This is an optimization exercise on Yosys and OpenROAD, whose aim is small area, a short achievable clock period and few clock cycles, not a production implementation. In this exercise RTL edits were held to simulation tests only and were not proved equivalent to the original. Power is estimated from default activity; no workload was simulated. No driver is modelled on the clock port, so clocking that relies on it looks cheaper here than on a real chip.

--- flow/design.v ---
`default_nettype none
package strm_pkg;
  typedef logic [128-1:0] data_t;
  typedef logic [32-1:0] addr_t;
  typedef logic [32-1:0]  len_t;
  typedef logic [8-1:0]  tag_t;
  typedef logic [$clog2(256):0]                  req_len_t;   
  typedef logic [32-$clog2(16)-1:0]     beat_cnt_t;  
  typedef logic [$clog2(16)-1:0]                chunk_cnt_t;  
  typedef enum logic [2:0] {
    IDLE,
    REQ_A,
    WAIT_A_ACK,
    REQ_B,
    WAIT_B_ACK,
    WAIT_DONE,
    DRAIN
  } seq_state_t;
endpackage
`default_nettype wire
`timescale 1ns/100ps
`default_nettype none
module sys_user_stream_top
(
  input  logic     clk_i,
  input  logic     rst_n,
  input  logic     strm_en_i,
  input  strm_pkg::addr_t    dma_src_addr_i,
  input  strm_pkg::len_t     dma_len_i,
  output logic     dma_done_o,
  input  logic     dma_done_ack_i,
  output logic     dma_rd_req_o,
  output strm_pkg::addr_t    dma_rd_req_addr_o,
  output strm_pkg::req_len_t dma_rd_req_len_o,
  output strm_pkg::tag_t     dma_tag_o,
  input  logic     dma_req_ack_i,
  input  logic     dma_data_valid_i,
  input  strm_pkg::tag_t     dma_tag_i,
  input  strm_pkg::data_t    dma_data_i,
  output logic     stream_valid_o,
  input  logic     stream_ready_i,
  output strm_pkg::data_t    stream_data_o
);
  localparam int NS = 16;         
  localparam logic [NS-1:0] INJ = 16'hC101;     
  logic          act;         
  logic          pend;        
  logic [12:0]   full_left;   
  logic          fl_nz;       
  logic          fl_one;      
  logic [3:0]    tail;        
  logic          tagb;        
  logic [4:0]    len_b;       
  logic [4:0]    out;         
  logic          out0;        
  logic          out1;        
  logic [4:0]    occ;         
  logic signed [5:0] q;       
  logic          fit0;        
  logic          fitp;        
  logic          fitm;        
  strm_pkg::data_t stg [NS];
  logic [NS-1:0] v;           
  logic [NS-1:0] full_up;     
  logic [NS-1:0] low_empty;   
  logic          start;
  logic          acc;
  logic          hit;
  logic [4:0]    nlen;
  logic          fl_nz_n;
  logic [4:0]    room_nx;     
  logic          present;
  logic          out_free;
  assign start    = strm_en_i && !act && !dma_done_o;
  assign acc      = dma_rd_req_o && dma_req_ack_i;
  assign hit      = dma_data_valid_i && (dma_tag_i[7:2] == '0) && (dma_tag_i[1] != dma_tag_i[0]);
  assign out_free = out0 || (out1 && hit);
  assign nlen     = fl_nz ? 5'd16 : {1'b0, tail};
  assign fl_nz_n  = fl_nz && !fl_one;               
  assign room_nx  = fl_nz_n ? 5'd0 : 5'd16 - {1'b0, tail};
  assign dma_rd_req_len_o = {len_b, 4'b0};
  assign dma_tag_o        = {6'b0, tagb, !tagb};
  assign stream_valid_o   = v[NS-1];
  assign stream_data_o    = stg[NS-1];
  function automatic logic [NS-1:0] adv_of(input logic [NS-1:0] vv, input logic [NS-1:0] fu,
                                           input logic r);
    logic [NS-1:0] a;
    for (int i = 0; i < NS-1; i++)
      a[i] = vv[i] && !(fu[i+1] && !r);
    a[NS-1] = vv[NS-1] && r;
    adv_of = a;
  endfunction
  function automatic logic [NS-1:0] sel_of(input logic [NS-1:0] vv, input logic [NS-1:0] le,
                                           input logic [NS-1:0] a);
    logic [NS-1:0] s;
    s = '0;
    for (int i = 0; i < NS; i++)
      if (INJ[i] && le[i] && (!vv[i] || a[i]))
        s = NS'(1) << i;
    sel_of = s;
  endfunction
  function automatic logic [2*NS-1:0] pipe_of(input logic [NS-1:0] vv, input logic [NS-1:0] fu,
                                              input logic [NS-1:0] le, input logic h,
                                              input logic r);
    logic [NS-1:0] a;
    logic [NS-1:0] s;
    logic [NS-1:0] vn;
    logic [NS-1:0] fn;
    a = adv_of(vv, fu, r);
    s = sel_of(vv, le, a);
    for (int i = 0; i < NS; i++)
      vn[i] = (fu[i] && !r) || (h && s[i]) || (i > 0 && a[i > 0 ? i-1 : 0]);
    fn[NS-1] = vn[NS-1];
    for (int i = NS-2; i >= 0; i--)
      fn[i] = vn[i] && fn[i+1];
    pipe_of = {fn, vn};
  endfunction
  logic [NS-1:0] adv0, adv1, sel0, sel1, en;
  logic [2*NS-1:0] pn00, pn01, pn10, pn11, pn;
  always_comb
  begin
    low_empty[0] = 1'b1;
    for (int i = 1; i < NS; i++)
      low_empty[i] = low_empty[i-1] && !v[i-1];
    adv0 = adv_of(v, full_up, 1'b0);
    adv1 = adv_of(v, full_up, 1'b1);
    sel0 = sel_of(v, low_empty, adv0);
    sel1 = sel_of(v, low_empty, adv1);
    for (int i = 0; i < NS; i++)
      if (stream_ready_i)
        en[i] = (hit && sel1[i]) || (i > 0 && adv1[i > 0 ? i-1 : 0]);
      else
        en[i] = (hit && sel0[i]) || (i > 0 && adv0[i > 0 ? i-1 : 0]);
    pn00 = pipe_of(v, full_up, low_empty, 1'b0, 1'b0);
    pn01 = pipe_of(v, full_up, low_empty, 1'b0, 1'b1);
    pn10 = pipe_of(v, full_up, low_empty, 1'b1, 1'b0);
    pn11 = pipe_of(v, full_up, low_empty, 1'b1, 1'b1);
    case ({hit, stream_ready_i})
      2'b00:   pn = pn00;
      2'b01:   pn = pn01;
      2'b10:   pn = pn10;
      default: pn = pn11;
    endcase
  end
  always_ff @(posedge clk_i)
  begin
    for (int i = 0; i < NS; i++)
      if (en[i])
        stg[i] <= (i == 0 || (INJ[i] && low_empty[i])) ? dma_data_i : stg[i > 0 ? i-1 : 0];
  end
  always_ff @(posedge clk_i)
  begin
    if (!rst_n)
    begin
      v       <= '0;
      full_up <= '0;
    end
    else
    begin
      v       <= pn[NS-1:0];
      full_up <= pn[2*NS-1:NS];
    end
  end
  always_comb
  begin
    case ({hit, stream_valid_o && stream_ready_i})
      2'b00:   present = pend && !dma_rd_req_o && out0 && fit0;
      2'b01:   present = pend && !dma_rd_req_o && out0 && fitm;
      2'b10:   present = pend && !dma_rd_req_o && (out0 || out1) && fitp;
      default: present = pend && !dma_rd_req_o && (out0 || out1) && fit0;
    endcase
  end
  always_ff @(posedge clk_i)
  begin
    if (!rst_n)
    begin
      act          <= 1'b0;
      pend         <= 1'b0;
      dma_done_o   <= 1'b0;
      dma_rd_req_o <= 1'b0;
      out          <= '0;
      out0         <= 1'b1;
      out1         <= 1'b0;
    end
    else
    begin
      if (start)
      begin
        dma_rd_req_addr_o <= dma_src_addr_i;
        act               <= (dma_len_i[20:4] != '0);
        pend              <= (dma_len_i[20:4] != '0);
        dma_done_o        <= (dma_len_i[20:4] == '0);   
        tagb              <= 1'b1;                      
        full_left         <= dma_len_i[20:8];
        fl_nz             <= (dma_len_i[20:8] != '0);
        fl_one            <= (dma_len_i[20:8] == 13'd1);
        tail              <= dma_len_i[7:4];
      end
      else if (acc)
        dma_rd_req_addr_o[31:8] <= dma_rd_req_addr_o[31:8] + 24'd1;
      if (present)
      begin
        dma_rd_req_o <= 1'b1;
        tagb         <= !tagb;
        len_b        <= nlen;
        out          <= nlen;
        out0         <= 1'b0;
        out1         <= (nlen == 5'd1);
        if (fl_nz)
        begin
          full_left <= full_left - 13'd1;
          fl_nz     <= fl_nz_n;
          fl_one    <= (full_left == 13'd2);
          pend      <= fl_nz_n || (tail != '0);
        end
        else
          pend      <= 1'b0;
      end
      else
      begin
        if (acc)
          dma_rd_req_o <= 1'b0;
        if (hit)
        begin
          out  <= out - 5'd1;
          out0 <= out1;
          out1 <= (out == 5'd2);
        end
      end
      if (act && !pend && !dma_rd_req_o && out_free)
      begin
        act        <= 1'b0;
        dma_done_o <= 1'b1;
      end
      if (dma_done_o && !strm_en_i && dma_done_ack_i)
        dma_done_o <= 1'b0;
    end
  end
  logic        big;           
  logic [5:0]  occ_t;         
  logic signed [5:0] qs;      
  logic signed [5:0] qp;      
  logic [4:0]  ge;            
  logic signed [5:0] occ_s;
  logic signed [5:0] occt_s;
  logic signed [5:0] room_s;
  logic signed [5:0] kk;
  assign big   = (dma_len_i[20:8] != '0);
  assign occ_t = {1'b0, occ} + {2'b0, dma_len_i[7:4]};
  assign occ_s  = {1'b0, occ};
  assign occt_s = occ_t;
  assign room_s = {1'b0, room_nx};
  assign qs     = big ? -occ_s : 6'sd16 - occt_s;
  assign qp     = q + room_s;
  always_comb
    for (int k = 0; k < 5; k++)
    begin
      kk    = 6'(k - 2);
      ge[k] = (q >= kk);
    end
  always_ff @(posedge clk_i)
  begin
    if (!rst_n)
    begin
      occ  <= '0;
      q    <= '0;
      fit0 <= 1'b1;
      fitp <= 1'b0;
      fitm <= 1'b1;
    end
    else
    begin
      case ({hit, stream_valid_o && stream_ready_i})
        2'b10:   occ <= occ + 5'd1;
        2'b01:   occ <= occ - 5'd1;
        default: occ <= occ;
      endcase
      if (start)
      begin
        q    <= (stream_valid_o && stream_ready_i) ? qs + 6'sd1 : qs;
        fit0 <= (qs >= 6'sd0);
        fitp <= (qs >= 6'sd1);
        fitm <= (qs >= -6'sd1);
      end
      else
      begin
        case ({hit, stream_valid_o && stream_ready_i})
          2'b10:   q <= (present && fl_nz) ? qp - 6'sd1 : q - 6'sd1;
          2'b01:   q <= (present && fl_nz) ? qp + 6'sd1 : q + 6'sd1;
          default: q <= (present && fl_nz) ? qp : q;
        endcase
        case ({hit, stream_valid_o && stream_ready_i})
          2'b10:
          begin
            fit0 <= ge[3];
            fitp <= ge[4];
            fitm <= ge[2];
          end
          2'b01:
          begin
            fit0 <= ge[1];
            fitp <= ge[2];
            fitm <= ge[0];
          end
          default:
          begin
            fit0 <= ge[2];
            fitp <= ge[3];
            fitm <= ge[1];
          end
        endcase
      end
    end
  end
endmodule
`default_nettype wire
--- flow/flow/run.sh ---
#!/bin/bash
# Layout flow: the standard ORFS flow (standard.sh), with
#  - port buffers made of buf_2 cells instead of the slow delay-buffer cell
#    buffer_ports picks by default (every port still gets its buffer);
#  - clock tree synthesis without dummy loads and with larger sink clusters.
# Each step's full log is in orfs/logs/; make's own output goes to flow_make.log.
set -euo pipefail
export BUFFER_PORTS_ARGS="-buffer_cell sky130_fd_sc_hd__buf_2"
export CTS_ARGS="-sink_clustering_enable -repair_clock_nets -dont_use_dummy_load -sink_clustering_size 30 -sink_clustering_max_diameter 100"
bash standard.sh finish > flow_make.log 2>&1
--- flow/standard.sh ---
#!/bin/bash
# synth_recipe.tcl (not shown) runs the flow's synth.tcl, then flattens the netlist and writes it again
# the make line also repeats each setting of config.mk as NAME=value (left out here)
make -C /OpenROAD-flow-scripts/flow DESIGN_CONFIG=/design/flow/config.mk WORK_HOME=/design/flow/orfs CLKGATE_MAP_FILE= SYNTH_SCRIPT=/design/flow/synth_recipe.tcl "${@:-finish}"
--- flow/config.mk ---
export PLATFORM = sky130hd
export DESIGN_NAME = sys_user_stream_top
export DESIGN_NICKNAME = sys_user_stream_top
export VERILOG_FILES = /design/flow/design.v
export SDC_FILE = /design/flow/constraint.sdc
export NUM_CORES = 4
export LEC_CHECK = 0
export CAP_MARGIN = 20
export CORE_MARGIN = 2
export CORE_UTILIZATION = 62
export SETUP_SLACK_MARGIN = 3.3
export SLEW_MARGIN = 20
export TNS_END_PERCENT = 5
--- flow/constraint.sdc ---
create_clock -name core_clock -period 5.5 [get_ports {clk_i}]
set_input_delay 1.1000 -clock core_clock [delete_from_list [all_inputs] [get_ports {clk_i}]]
set_output_delay 1.1000 -clock core_clock [all_outputs]
set_load 0.01 [all_outputs]
==> metrics.md, run 1 <==
| Metric | Value |
|---|---|
| VDD IR max | 0.0002427 V |
| Initial core utilization | 62.44% |
| Port bufs | ~360 |
| Pwr Total | 26.86 mW |
| FMAX | 0.3168 GHz |
| DP HPWL | just under 80 mm |
| Area growth, synth to finish | 12.03% |
| Fin crit period | 3.157 ns |
| Instance count of the mapped netlist | 3899 |
| Place WS | about 1.2 ns |
| Total CTS buffers | 82 |
| Top cells by area, synth | edfxtp_1 (86%), nand2_1 (4.4%), mux2_2 (2.0%) |
| DRT antenna net count | 0 |
| Clk pwr share | about a quarter |
| CP Capture Type | register |
| Max Transition Viols Final | 0 |
| P_int | 21.44 mW |
| Iteration-0 DRC Markers | 3677 |
| Synth unique cells | 81 |
| Die footprint | roughly 120000 um^2 |
| Avg Cell Area, Syn | 18.91 um^2 |
| Setup tns final | 0 ns |
| YS warnings | 2 |
| Peak fanout along the critical path | 3 |
| Yosys top cell by area | edfxtp_1 |
| Placed cell areas | ~80000 um^2 |
| Via count | 34535 |
| Die W | 348.9 um |
| Layout Nets | 4662 |
| Slew margin rel. | between 20% and 30% |
| Vias in the first global route | 33543 |
| Run status | complete, no violations |
| CTS tree | done |
| Share of cells above drive strength 1 | between 20 and 25% |
| Sequential Power Share | 67.9% |
| Synth top area share | 85.73% |
| Req. time, crit path | 6.04 ns |
| Comb power frac | 5.5% |
| DRC viols | 0 |
| CTS H-tree depth | 3 |
| Leak pwr | ~28 nW |
| Worst-margin pin slew | 1.132 ns |
| Placeable Area | roughly 120000 um^2 |
| Fin. Hold Viols | 0 |
| Unrepaired setup endpoints after global routing | true |
| Root Driver | clkbuf_16 |
| WHS | roughly 0.37 ns |
| Asr flop ratio synth | 0% |
| Ys flop type | edfxtp_1 |
| Top-count cell post-synth | edfxtp_1 |
| Skew-Pair Late Insertion Delay | 0.70 ns |
| Post-synth EDFFs | 2105 |
| Placed cell count | approximately 5700 |
| CTS max path bufs | 3 |
| Flops & latches, synth | 2161 |
| Top post-synthesis cells by count | edfxtp_1 (2105), nand2_1 (864), mux2_2 (130) |
| Setup Skew | ~0.069 ns |
| Clock-pin slew on the worst setup and hold paths | between 0.1 and 0.15 ns |
| Switching Share | between 20% and 30% |
| Class of the worst hold path | reg -> reg |
| Die Ht | 348.9 um |
| Post-Syn Area | 73730 um^2 |
| Rows | roughly 130 |
| Post-Layout Cell Count | 5953 |
| Drt wl/cell | 25.28 um |
| GRT overflow | 0 |
| Sinks on Clock Net | 2161 |
| Fin util | ~70% |
| Worst setup SP type | input pin |
| Worst EP arrival | 3.69 ns |
| First-pass GRT wire length | 215.3 mm |
| Via/cell ratio | 5.801 |
| NetSw | about 5.4 mW |
| Sequential share of the synthesized area | 87.25% |
| Pin count of the biggest net entering global routing | 129 |
| Total iterations of the first detailed-routing run | 5 |
| Post-Route WL | 150.5 mm |
| Max-Cap Viols | 0 |
| # setup viols final | 0 |
| Global placer's final weighted congestion | 0.8055 |
| I/O pin count | 387 |
| Pwr Density | 325.1 nW/um^2 |
| CTS Hold Buffers Added | 0 |
| Initial antenna violation count | 7 |
| Tcrit/Tclk final | 57.39% |
| GRT Total Usage | around 24% |
| Design area | 82610 um^2 |
| Setup ws final | about 2.3 ns |
| Setup CP Type | in -> reg |
registers in the layout, summed over array words and instances (netlist names):
register / flops
pend: 1
fl_nz: 1
occ: 5
v: 15
stg: 2048
fitp: 1
tagb: 1
out1: 1
out0: 1
act: 1
len_b: 5
fit0: 1
fl_one: 1
q: 6
full_left: 13
fitm: 1
out: 5
tail: 4
dma_rd_req_o: 1
full_up: 16
dma_done_o: 1
dma_rd_req_addr_o: 32
cells by family after synthesis:
group | synth area share, %
XOR/XNOR | 0.7365
multiplexers | 2.152
AO/OA/AOI/OAI | 1.872
other | 0.005086
buffers and inverters | 0.9876
flip-flops | 87.25
adder cells (fa/ha/maj) | 0.6754
AND/OR/NAND/NOR | 6.321
worst paths after layout:
kind / start / to / slack (ns) / cells past startpoint
setup / recovery: dma_tag_i[3] / q[1] / 2.34 / 13
hold / removal: stg[8][2] / stg[9][2] / 0.37 / 0
setup reg to reg: tail[1] / q[5] / 2.44 / 11
hold reg to reg: stg[8][2] / stg[9][2] / 0.37 / 0
routing by layer:
metal  share of wire (%)  wire length (um)  GRT usage, %  vias to the layer above
met4                 1.8              2672         5.005                        2
met1                  44             65720         36.20                    17754
met3                 6.7             10130         3.252                      149
met2                  48             71960         39.21                     1235
li1                    -                 -             -                    15395
met5              0.0086                13             0                        -
layout make-up:
class	instances	area [um^2]
fill	7435	35480
timing repair buffer	549	4539
antenna	2	5.005
tap	1536	1922
multi-input combinational	1583	9574
clock buffer	82	2052
inverter	40	155.1
sequential	2161	64360
placed cells by master (no fill, tap or decap), types with 31 or more instances in the layout:
master and n:
a21oi_1 41, buf_12 37, buf_2 359, buf_4 84, clkbuf_16 90, dfxtp_1 43, edfxtp_1 2105, inv_1 35
mux2_2 94, mux2_4 38, nand2_1 855, nor2_1 61, o21ai_0 47, xnor2_1 31
power by group through the flow:
stage | sequential (mW) | combinational [mW] | clock, mW
2_1_floorplan | 18.6 | 0.706 | 0
3_3_place_gp | 18.6 | 1.13 | 0
3_5_place_dp | 18.6 | 1.14 | 0
4_1_cts | 18.2 | 1.33 | 7.38
5_1_grt | 18.2 | 1.60 | 7.83
6_report | 18.2 | 1.47 | 7.16
repair_timing:
| action | in CTS | in global routing |
|---|---|---|
| cloned | 21 | 13 |
| resized for setup | 163 | 124 |
| endpoints found under the setup margin | 1897 | 1866 |
| buffers inserted | 55 | 35 |
| endpoints found under the hold margin | 0 | 0 |
| pin swaps | 27 | 35 |
worst max-delay path, stage by stage:
cell,delay (ns)
buf_6,0.09
nor4b_4,0.30
nand3_4,0.15
inv_4,0.09
ha_4,0.15
mux2_4,0.31
and4b_2,0.24
mux2_4,0.32
nand2_2,0.09
nand2_2,0.07
ha_4,0.23
a221o_1,0.31
a41o_1,0.22
Testbench counts, summed over its fixed seeds: cycles 32,884.
==> run 2, diff against run 1 <==
--- a/flow/design.v
+++ b/flow/design.v
@@ -64,4 +64,5 @@
   logic [NS-1:0] full_up;     
   logic [NS-1:0] low_empty;   
+  logic [NS-1:0] le_n;
   logic          start;
   logic          acc;
@@ -72,4 +73,7 @@
   logic          present;
   logic          out_free;
+  logic          c00, c01, c10, c11;
+  logic          pend_n, req_n, out0_n, out1_n, arm_n;
+  logic          fit0_n, fitp_n, fitm_n;
   assign start    = strm_en_i && !act && !dma_done_o;
   assign acc      = dma_rd_req_o && dma_req_ack_i;
@@ -120,7 +124,4 @@
   always_comb
   begin
-    low_empty[0] = 1'b1;
-    for (int i = 1; i < NS; i++)
-      low_empty[i] = low_empty[i-1] && !v[i-1];
     adv0 = adv_of(v, full_up, 1'b0);
     adv1 = adv_of(v, full_up, 1'b1);
@@ -149,15 +150,23 @@
         stg[i] <= (i == 0 || (INJ[i] && low_empty[i])) ? dma_data_i : stg[i > 0 ? i-1 : 0];
   end
+  always_comb
+  begin
+    le_n[0] = 1'b1;
+    for (int i = 1; i < NS; i++)
+      le_n[i] = le_n[i-1] && !pn[i-1];
+  end
   always_ff @(posedge clk_i)
   begin
     if (!rst_n)
     begin
-      v       <= '0;
-      full_up <= '0;
+      v         <= '0;
+      full_up   <= '0;
+      low_empty <= '1;
     end
     else
     begin
-      v       <= pn[NS-1:0];
-      full_up <= pn[2*NS-1:NS];
+      v         <= pn[NS-1:0];
+      full_up   <= pn[2*NS-1:NS];
+      low_empty <= le_n;
     end
   end
@@ -165,10 +174,40 @@
   begin
     case ({hit, stream_valid_o && stream_ready_i})
-      2'b00:   present = pend && !dma_rd_req_o && out0 && fit0;
-      2'b01:   present = pend && !dma_rd_req_o && out0 && fitm;
-      2'b10:   present = pend && !dma_rd_req_o && (out0 || out1) && fitp;
-      default: present = pend && !dma_rd_req_o && (out0 || out1) && fit0;
+      2'b00:   present = c00;
+      2'b01:   present = c01;
+      2'b10:   present = c10;
+      default: present = c11;
     endcase
   end
+  always_comb
+  begin
+    if (start)
+      pend_n = (dma_len_i[20:4] != '0);
+    else if (present)
+      pend_n = fl_nz && (fl_nz_n || (tail != '0));
+    else
+      pend_n = pend;
+    req_n  = present || (dma_rd_req_o && !acc);
+    out0_n = !present && (hit ? out1 : out0);
+    out1_n = present ? (nlen == 5'd1) : (hit ? (out == 5'd2) : out1);
+    arm_n  = pend_n && !req_n;
+  end
+  always_ff @(posedge clk_i)
+  begin
+    if (!rst_n)
+    begin
+      c00 <= 1'b0;
+      c01 <= 1'b0;
+      c10 <= 1'b0;
+      c11 <= 1'b0;
+    end
+    else
+    begin
+      c00 <= arm_n && out0_n && fit0_n;
+      c01 <= arm_n && out0_n && fitm_n;
+      c10 <= arm_n && (out0_n || out1_n) && fitp_n;
+      c11 <= arm_n && (out0_n || out1_n) && fit0_n;
+    end
+  end
   always_ff @(posedge clk_i)
   begin
@@ -189,5 +228,4 @@
         dma_rd_req_addr_o <= dma_src_addr_i;
         act               <= (dma_len_i[20:4] != '0);
-        pend              <= (dma_len_i[20:4] != '0);
         dma_done_o        <= (dma_len_i[20:4] == '0);   
         tagb              <= 1'b1;                      
@@ -199,12 +237,13 @@
       else if (acc)
         dma_rd_req_addr_o[31:8] <= dma_rd_req_addr_o[31:8] + 24'd1;
+      pend         <= pend_n;
+      dma_rd_req_o <= req_n;
+      out0         <= out0_n;
+      out1         <= out1_n;
       if (present)
       begin
-        dma_rd_req_o <= 1'b1;
         tagb         <= !tagb;
         len_b        <= nlen;
         out          <= nlen;
-        out0         <= 1'b0;
-        out1         <= (nlen == 5'd1);
         if (fl_nz)
         begin
@@ -212,20 +251,8 @@
           fl_nz     <= fl_nz_n;
           fl_one    <= (full_left == 13'd2);
-          pend      <= fl_nz_n || (tail != '0);
-        end
-        else
-          pend      <= 1'b0;
-      end
-      else
-      begin
-        if (acc)
-          dma_rd_req_o <= 1'b0;
-        if (hit)
-        begin
-          out  <= out - 5'd1;
-          out0 <= out1;
-          out1 <= (out == 5'd2);
         end
       end
+      else if (hit)
+        out <= out - 5'd1;
       if (act && !pend && !dma_rd_req_o && out_free)
       begin
@@ -246,4 +273,8 @@
   logic signed [5:0] room_s;
   logic signed [5:0] kk;
+  logic        take_c;
+  logic [5:0]  q_dec, q_inc, qp_dec, qp_inc, q_nx;
+  logic        s_p, s_h, s_t, s_n;
+  logic [4:0]  occ_inc, occ_dec, occ_nx;
   assign big   = (dma_len_i[20:8] != '0);
   assign occ_t = {1'b0, occ} + {2'b0, dma_len_i[7:4]};
@@ -253,4 +284,18 @@
   assign qs     = big ? -occ_s : 6'sd16 - occt_s;
   assign qp     = q + room_s;
+  assign take_c = stream_valid_o && stream_ready_i;
+  assign q_dec  = q - 6'sd1;
+  assign q_inc  = q + 6'sd1;
+  assign qp_dec = qp - 6'sd1;
+  assign qp_inc = qp + 6'sd1;
+  assign s_p    = present && fl_nz;
+  assign s_h    = hit && !take_c;
+  assign s_t    = take_c && !hit;
+  assign s_n    = !(s_h || s_t);
+  assign q_nx   = ({6{!s_p && s_h}} & q_dec)  | ({6{!s_p && s_n}} & q)  | ({6{!s_p && s_t}} & q_inc)
+                | ({6{ s_p && s_h}} & qp_dec) | ({6{ s_p && s_n}} & qp) | ({6{ s_p && s_t}} & qp_inc);
+  assign occ_inc = occ + 5'd1;
+  assign occ_dec = occ - 5'd1;
+  assign occ_nx  = ({5{s_h}} & occ_inc) | ({5{s_n}} & occ) | ({5{s_t}} & occ_dec);
   always_comb
     for (int k = 0; k < 5; k++)
@@ -271,45 +316,40 @@
     else
     begin
+      occ <= occ_nx;
+      q    <= start ? ((stream_valid_o && stream_ready_i) ? qs + 6'sd1 : qs) : q_nx;
+      fit0 <= fit0_n;
+      fitp <= fitp_n;
+      fitm <= fitm_n;
+    end
+  end
+  always_comb
+  begin
+    if (start)
+    begin
+      fit0_n = (qs >= 6'sd0);
+      fitp_n = (qs >= 6'sd1);
+      fitm_n = (qs >= -6'sd1);
+    end
+    else
       case ({hit, stream_valid_o && stream_ready_i})
-        2'b10:   occ <= occ + 5'd1;
-        2'b01:   occ <= occ - 5'd1;
-        default: occ <= occ;
+        2'b10:
+        begin
+          fit0_n = ge[3];
+          fitp_n = ge[4];
+          fitm_n = ge[2];
+        end
+        2'b01:
+        begin
+          fit0_n = ge[1];
+          fitp_n = ge[2];
+          fitm_n = ge[0];
+        end
+        default:
+        begin
+          fit0_n = ge[2];
+          fitp_n = ge[3];
+          fitm_n = ge[1];
+        end
       endcase
-      if (start)
-      begin
-        q    <= (stream_valid_o && stream_ready_i) ? qs + 6'sd1 : qs;
-        fit0 <= (qs >= 6'sd0);
-        fitp <= (qs >= 6'sd1);
-        fitm <= (qs >= -6'sd1);
-      end
-      else
-      begin
-        case ({hit, stream_valid_o && stream_ready_i})
-          2'b10:   q <= (present && fl_nz) ? qp - 6'sd1 : q - 6'sd1;
-          2'b01:   q <= (present && fl_nz) ? qp + 6'sd1 : q + 6'sd1;
-          default: q <= (present && fl_nz) ? qp : q;
-        endcase
-        case ({hit, stream_valid_o && stream_ready_i})
-          2'b10:
-          begin
-            fit0 <= ge[3];
-            fitp <= ge[4];
-            fitm <= ge[2];
-          end
-          2'b01:
-          begin
-            fit0 <= ge[1];
-            fitp <= ge[2];
-            fitm <= ge[0];
-          end
-          default:
-          begin
-            fit0 <= ge[2];
-            fitp <= ge[3];
-            fitm <= ge[1];
-          end
-        endcase
-      end
-    end
   end
 endmodule
==> metrics.md, run 2 <==
| Metric | Value |
|---|---|
| Ys flop type | edfxtp_1 |
| Setup tns final | 0 ns |
| CTS tree | done |
| Drt wl/cell | 27.70 um |
| Top-count cell post-synth | edfxtp_1 |
| Via count | roughly 33000 |
| Iteration-0 DRC Markers | roughly 3700 |
| Share of cells above drive strength 1 | between 20% and 30% |
| Avg Cell Area, Syn | 21.90 um^2 |
| Post-Syn Area | 73740 um^2 |
| Flops & latches, synth | 2165 |
| Sequential share of the synthesized area | 87.35% |
| Vias in the first global route | 33050 |
| CTS Hold Buffers Added | 0 |
| Total iterations of the first detailed-routing run | 5 |
| Total CTS buffers | 83 |
| Placed cell count | 5225 |
| Pwr Density | 319.9 nW/um^2 |
| Initial core utilization | 62.45% |
| Rows | ~130 |
| Fin. Hold Viols | 0 |
| Layout Nets | 4120 |
| Die footprint | 121700 um^2 |
| Global placer's final weighted congestion | 0.8034 |
| Post-Layout Cell Count | between 5000 and 6000 |
| Die W | approximately 350 um |
| Top cells by area, synth | edfxtp_1 (86%), mux2_2 (5.9%), dfxtp_1 (1.6%) |
| VDD IR max | 0.0002957 V |
| I/O pin count | 387 |
| FMAX | approximately 0.37 GHz |
| Class of the worst hold path | reg -> reg |
| Instance count of the mapped netlist | 3367 |
| DRT antenna net count | 0 |
| Via/cell ratio | about 6.1 |
| Yosys top cell by area | edfxtp_1 |
| Setup Skew | slightly below 0.08 ns |
| Top Registers | stg x2048, dma_rd_req_addr_o x32, v x16 |
| Post-Route WL | ~150 mm |
| GRT overflow | 0 |
| Fin crit period | 2.724 ns |
| Commonest non-fill, non-tap cells in the layout | edfxtp_1 (2105), mux2_2 (384), buf_2 (356), nand2_1 (103), clkbuf_16 (88) |
| Req. time, crit path | 6.04 ns |
| CTS H-tree depth | 3 |
| Worst EP arrival | 3.27 ns |
| Sinks on Clock Net | 2165 |
| Sequential cell area | 64430 um^2 |
| Pin count of the biggest net entering global routing | 129 |
| Max reg flops | about 2000 |
| Post-synth EDFFs | 2105 |
| Clock-pin slew on the worst setup and hold paths | 0.10 ns |
| Die Ht | around 350 um |
| Worst-margin pin slew | 1.131 ns |
| Leak pwr | roughly 27 nW |
| Run status | complete, no violations |
| DP HPWL | between 70 and 80 mm |
| CTS max path bufs | 3 |
| GRT Total Usage | between 20% and 30% |
| Synth unique cells | 82 |
| CP Capture Type | register |
| Placeable Area | approximately 120000 um^2 |
| Slew margin rel. | 24.42% |
| Largest Register | stg |
| Max Transition Viols Final | 0 |
| YS warnings | 2 |
| First-pass GRT wire length | 214.7 mm |
| Port bufs | 361 |
| Initial antenna violation count | 5 |
| Place WS | between 1 and 1.5 ns |
| Area growth, synth to finish | 11.43% |
| Fill count | 7242 |
| # setup viols final | 0 |
| Skew-Pair Late Insertion Delay | just over 0.7 ns |
| Asr flop ratio synth | 0% |
| DRC viols | 0 |
| Root Driver | clkbuf_16 |
| Commonest non-fill, non-tap cell in the layout | edfxtp_1 |
| Tcrit/Tclk final | 49.52% |
| Synth top area share | a little under nine tenths |
| Multi-input logic area | between 9000 and 10000 um^2 |
| Setup ws final | 2.776 ns |
| Unrepaired setup endpoints after global routing | true |
| Worst setup SP type | input pin |
| Setup CP Type | in -> reg |
| Max-Cap Viols | 0 |
| Peak fanout along the critical path | 5 |
| Top post-synthesis cells by count | edfxtp_1 (2105), mux2_2 (384), nand2_1 (111) |
-- run 2: path summary, 6_finish.rpt --
path	slack (ns)	depth (start not counted)	endpoint	start
worst max register to register	2.85	11	q[2]	fl_one
worst min register to register	0.38	0	stg[1][13]	stg[0][13]
worst max-delay path	2.78	16	q[0]	dma_tag_i[7]
worst min-delay path	0.38	0	stg[1][13]	stg[0][13]
-- run 2: timing repair --
action | 4_1_cts | 5_1_grt
setup endpoints to repair | 2226 | 1271
pin swaps | 53 | 35
buffers inserted | 57 | 24
gates cloned | 15 | 5
gates resized for setup | 158 | 60
-- run 2: through the flow --
step	util (%)	hold slack (ns)	power, mW	instance area [um^2]
final	69.59	0.3769	26.28	82170
after global routing	69.58	0.3831	27.12	82160
after CTS	69.05	0.3752	26.43	81530
after detailed placement	66.00	0.4045	19.26	77930
after global placement	65.97	0.4001	19.22	77900
after floorplan	-	0.4003	18.92	73950
-- run 2: routing by layer --
metal	wire (um)	GRT usage [%]	vias to the layer above	part of all wire [%]
met4	3097	5.507	0	2.1
met3	9196	2.789	173	6.1
met2	72750	40.00	1243	49
met5	0	0	-	0
li1	-	-	14087	-
met1	64940	35.71	17310	43
-- run 2: logic make-up (layout without fill, tap and decap cells) --
logic type	Yosys count	in the layout	share of synthesized area (%)
and+or+nand+nor	332	336	2.389
buffers and inverters	143	636	0.8195
muxes	394	394	6.005
AOI/OAI and AO/OA	233	234	2.048
adders and majority gates	37	37	0.6482
DFF	2165	2165	87.35
xor gates and xnor gates	62	62	0.7364
other	1	14	0.005085
-- run 2: area by class of cell --
class,instances,area share [%]
flip-flops and latches,2165,78.42
multi-input cells,1073,11.75
repair buffers,511,4.748
clock buffers,83,2.528
well taps,1536,2.339
inverters,42,0.2025
diodes,4,0.01218
-- run 2: critical path, stage by stage --
cell	delay (ns)
buf_6	0.09
nor4b_4	0.24
nand3_1	0.11
buf_6	0.16
inv_6	0.08
ha_4	0.16
a21oi_4	0.04
a32oi_1	0.23
buf_4	0.20
buf_6	0.10
and2_4	0.20
a21oi_2	0.08
buf_4	0.14
nor2_4	0.08
o31ai_2	0.06
and2_1	0.18
-- run 2: where the power goes --
part / leakage, nW / switching, mW / internal, mW
clock: 1.02 / 4.42 / 2.73
sequential: 19.4 / 0.0852 / 18.0
combinational: 6.12 / 0.588 / 0.497
Testbench counts of run 2, summed over its fixed seeds: cycles 32,884.
==> run 3, diff against run 2 <==
--- a/flow/design.v
+++ b/flow/design.v
@@ -275,5 +275,5 @@
   logic        take_c;
   logic [5:0]  q_dec, q_inc, qp_dec, qp_inc, q_nx;
-  logic        s_p, s_h, s_t, s_n;
+  logic [5:0]  q_00, q_01, q_10, q_11;
   logic [4:0]  occ_inc, occ_dec, occ_nx;
   assign big   = (dma_len_i[20:8] != '0);
@@ -289,13 +289,23 @@
   assign qp_dec = qp - 6'sd1;
   assign qp_inc = qp + 6'sd1;
-  assign s_p    = present && fl_nz;
-  assign s_h    = hit && !take_c;
-  assign s_t    = take_c && !hit;
-  assign s_n    = !(s_h || s_t);
-  assign q_nx   = ({6{!s_p && s_h}} & q_dec)  | ({6{!s_p && s_n}} & q)  | ({6{!s_p && s_t}} & q_inc)
-                | ({6{ s_p && s_h}} & qp_dec) | ({6{ s_p && s_n}} & qp) | ({6{ s_p && s_t}} & qp_inc);
+  assign q_00   = (c00 && fl_nz) ? qp     : q;
+  assign q_01   = (c01 && fl_nz) ? qp_inc : q_inc;
+  assign q_10   = (c10 && fl_nz) ? qp_dec : q_dec;
+  assign q_11   = (c11 && fl_nz) ? qp     : q;
+  always_comb
+    case ({hit, take_c})
+      2'b00:   q_nx = q_00;
+      2'b01:   q_nx = q_01;
+      2'b10:   q_nx = q_10;
+      default: q_nx = q_11;
+    endcase
   assign occ_inc = occ + 5'd1;
   assign occ_dec = occ - 5'd1;
-  assign occ_nx  = ({5{s_h}} & occ_inc) | ({5{s_n}} & occ) | ({5{s_t}} & occ_dec);
+  always_comb
+    case ({hit, take_c})
+      2'b01:   occ_nx = occ_dec;
+      2'b10:   occ_nx = occ_inc;
+      default: occ_nx = occ;
+    endcase
   always_comb
     for (int k = 0; k < 5; k++)
--- a/flow/flow/run.sh
+++ b/flow/flow/run.sh
@@ -7,4 +7,4 @@
 set -euo pipefail
 export BUFFER_PORTS_ARGS="-buffer_cell sky130_fd_sc_hd__buf_2"
-export CTS_ARGS="-sink_clustering_enable -repair_clock_nets -dont_use_dummy_load -sink_clustering_size 30 -sink_clustering_max_diameter 100"
+export CTS_ARGS="-sink_clustering_enable -repair_clock_nets -dont_use_dummy_load -sink_clustering_size 25 -sink_clustering_max_diameter 100"
 bash standard.sh finish > flow_make.log 2>&1
--- a/flow/config.mk
+++ b/flow/config.mk
@@ -8,6 +8,6 @@
 export CAP_MARGIN = 20
 export CORE_MARGIN = 2
-export CORE_UTILIZATION = 62
-export SETUP_SLACK_MARGIN = 3.3
+export CORE_UTILIZATION = 60
+export SETUP_SLACK_MARGIN = 3.1
 export SLEW_MARGIN = 20
 export TNS_END_PERCENT = 5
==> metrics.md, run 3 <==
| Metric | Value |
|---|---|
| Rows | roughly 130 |
| CTS tree | done |
| CP Cell Sequence | inv_2 > ha_4 > and2_4 > fa_2 > a21o_1 > a21oi_2 > xnor2_2 > nor3b_2 > xnor2_1 > o211a_1 > a2111o_1 |
| Class of the worst hold path | reg -> reg |
| Switching Share | 19.66% |
| GRT Total Usage | 23.66% |
| Setup ws final | 2.491 ns |
| Run status | complete, no violations |
| Largest Register | stg |
| Via count | between 30000 and 40000 |
| VDD IR max | roughly 0.00027 V |
| Req. time, crit path | 6.02 ns |
| Setup CP Type | reg -> reg |
| DP HPWL | 83.63 mm |
| Post-Syn Area | roughly 74000 um^2 |
| # setup viols final | 0 |
| Die W | 354.4 um |
| Sinks on Clock Net | approximately 2200 |
| Root Driver | clkbuf_16 |
| Slew margin rel. | 33.19% |
| Via/cell ratio | 6.004 |
| Pin count of the biggest net entering global routing | 110 |
| Top-count cell post-synth | edfxtp_1 |
| Die Ht | around 350 um |
| First-pass GRT wire length | 218.3 mm |
| Leak pwr | about 27 nW |
| Area growth, synth to finish | 11.85% |
| Placeable Area | 121900 um^2 |
| Sequential cell area | 64430 um^2 |
| Ys flop type | edfxtp_1 |
| Setup Skew | 0.06716 ns |
| Multi-input logic area | between 9000 and 10000 um^2 |
| Avg Cell Area, Syn | roughly 22 um^2 |
| Comb power frac | about 4% |
| Pwr Total | 26.99 mW |
| CP Depth | 11 |
| Clock-pin slew on the worst setup and hold paths | 0.09 ns |
| Worst EP arrival | between 3 and 4 ns |
| Peak fanout along the critical path | 4 |
| Placed cell count | 5344 |
| Max reg flops | 2048 |
| Buf/Inv on CP | 1 |
| Fin. Hold Viols | 0 |
| Synth top area share | 85.82% |
| CP Capture Type | register |
| FMAX | 0.3324 GHz |
| Register-to-register path setup slack | 2.49 ns |
| Fill count | roughly 8000 |
| Post-Route WL | 152.7 mm |
| DRT antenna net count | 0 |
| Commonest non-fill, non-tap cells in the layout | edfxtp_1 (2105), mux2_2 (385), buf_2 (360), clkbuf_16 (103), nand2_1 (90) |
| Total CTS buffers | 97 |
| Worst setup SP type | register |
| Crit Reg-Reg Startpoint | tail[1] |
| I/O pin count | 387 |
| Pwr Density | 327.6 nW/um^2 |
| Initial core utilization | 60.43% |
| Critical Path Sink | q[5] |
| Top post-synthesis cells by count | edfxtp_1 (2105), mux2_2 (384), nor2_1 (97) |
| Top cells by area, synth | edfxtp_1 (86%), mux2_2 (5.9%), dfxtp_1 (1.6%) |
| Synth unique cells | 77 |
| Sequential share of the synthesized area | 87.45% |
| CTS max path bufs | 3 |
| Iteration-0 DRC Markers | 3696 |
| CP max stage delay | 0.50 ns |
| P_int | 21.68 mW |
| Commonest non-fill, non-tap cell in the layout | edfxtp_1 |
| Port bufs | between 300 and 400 |
| Initial antenna violation count | 9 |
| Top Registers | stg x2048, dma_rd_req_addr_o x32, full_up x16 |
| CTS Hold Buffers Added | 0 |
| Critical Path Source | tail[1] |
| Setup tns final | 0 ns |
| Sequential Power Share | 67.3% |
| Place WS | about 1.1 ns |
| Vias in the first global route | 33335 |
| Slowest stage cell, crit path | edfxtp_1 |
| R2r worst-path depth | 11 |
| Yosys top cell by area | edfxtp_1 |
| Skew-Pair Late Insertion Delay | 0.70 ns |
| Max-Cap Viols | 0 |
| Clk pwr share | roughly 29% |
| Total iterations of the first detailed-routing run | 8 |
| Die footprint | between 100000 and 150000 um^2 |
| GRT overflow | 0 |
| Post-synth EDFFs | 2105 |
| Layout Nets | 4158 |
| Flops & latches, synth | 2165 |
| Tcrit/Tclk final | between 50 and 60% |
| Cell family with most CP delay | compound AO/OA/AOI/OAI gates |
| Unrepaired setup endpoints after global routing | true |
| CTS H-tree depth | 3 |
| Asr flop ratio synth | 0% |
| NetSw | about 5.3 mW |
| Share of cells above drive strength 1 | 28.58% |
| Instance count of the mapped netlist | 3380 |
| Worst-margin pin slew | 1.002 ns |
| Fin crit period | 3.009 ns |
| DRC viols | 0 |
| Max Transition Viols Final | 0 |
| YS warnings | 2 |
| Fin util | ~68% |
| Post-Layout Cell Count | 5535 |
| Global placer's final weighted congestion | 0.8340 |
| Drt wl/cell | between 20 and 30 um |
| RR Endpoint | q[5] |
[run 3: area by class of cell]
type	count	share of cell area, %
Sequential cell	2165	78.20
Multi-Input combinational cell	1083	11.30
Timing Repair Buffer	521	4.848
Clock buffer	97	2.946
Tap cell	1625	2.468
Inverter	42	0.2278
Timing Repair inverter	1	0.01063
Antenna cell	1	0.003037
[run 3: metrics by stage]
| stage | hold slack, ns | area, um^2 |
|---|---|---|
| finish | 0.3625 | 82390 |
| global route | 0.3639 | 82390 |
| CTS | 0.3742 | 81720 |
| detailed placement | 0.4045 | 78200 |
| global placement | 0.4003 | 78150 |
| floorplan | 0.4003 | 73950 |
[run 3: layer usage]
layer	wire length, um	GRT usage (%)	vias up
met5	0	0	-
met4	3141	4.729	0
met3	8854	2.756	195
met2	74530	38.93	1314
met1	66130	35.06	17546
li1	-	-	14179
[run 3: cell families after synthesis]
family	synth area share [%]
AND/OR/NAND/NOR	2.176
multiplexers	6.041
buffers and inverters	0.8018
flip-flops	87.45
other	0.005091
AO/OA/AOI/OAI	2.095
XOR/XNOR	0.7203
adder cells (fa/ha/maj)	0.7101
[run 3: worst min path at each step]
stage / depth (start not counted) / slack (ns) / from / end
6_report: 0 / 0.36 / stg[12][68] / stg[13][68]
3_5_place_dp: 0 / 0.40 / stg[9][12] / stg[10][12]
3_3_place_gp: 0 / 0.40 / stg[8][9] / stg[9][9]
4_1_cts: 0 / 0.37 / stg[12][68] / stg[13][68]
2_1_floorplan: 0 / 0.40 / stg[9][0] / stg[10][0]
5_1_grt: 0 / 0.36 / stg[12][68] / stg[13][68]
[run 3: power groups by stage]
stage | Combinational (mW) | Sequential [mW] | Clock [mW]
floorplan | 0.518 | 18.5 | 0
global placement | 0.864 | 18.5 | 0
detailed placement | 0.886 | 18.5 | 0
CTS | 1.04 | 18.2 | 7.96
global route | 1.16 | 18.2 | 8.45
finish | 1.08 | 18.2 | 7.74
[run 3: timing repair]
item | CTS | global route
resized for setup | 118 | 48
setup endpoints to repair | 1357 | 1305
pin swaps | 50 | 17
cloned | 6 | 8
hold endpoints to repair | 0 | 0
setup buffers | 61 | 16
Testbench counts of run 3, summed over its fixed seeds: cycles 32,884.

[static timing again, ports no longer ideal]
How much do the figures lean on ideal ports? The routed layouts below were timed once more, with nothing changed but the port constraints.
Step 1 (the two cells are an assumption about what drives the block):
set clk [get_ports {clk_i}]
set_driving_cell -lib_cell sky130_fd_sc_hd__clkbuf_16 $clk
set_driving_cell -lib_cell sky130_fd_sc_hd__buf_2 [delete_from_list [all_inputs] $clk]
Step 2 also shifts input and output timing later by t, the mid clock arrival at the registers, as if the neighbouring blocks saw the same clock.
Three values: ideal, step 1, step 2; two values: the first two.
| run | shift t [ns] | slack for setup (ns) | worst setup path after step 2 | latest minus earliest clock arrival (ns) |
|---|---|---|---|---|
| run 1 | 0.743 | 2.343 / 2.385 / 1.642 | input to register | 0.084 / 0.084 |
| run 2 | 0.736 | 2.776 / 2.813 / 2.076 | input to register | 0.077 / 0.077 |
| run 3 | 0.756 | 2.491 / 2.491 / 1.796 | input to register | 0.083 / 0.083 |
After both steps every run listed still meets setup and hold. The setup slack of run 1, which loses most, moves by +0.042 ns with the drivers and by -0.701 ns with both steps.
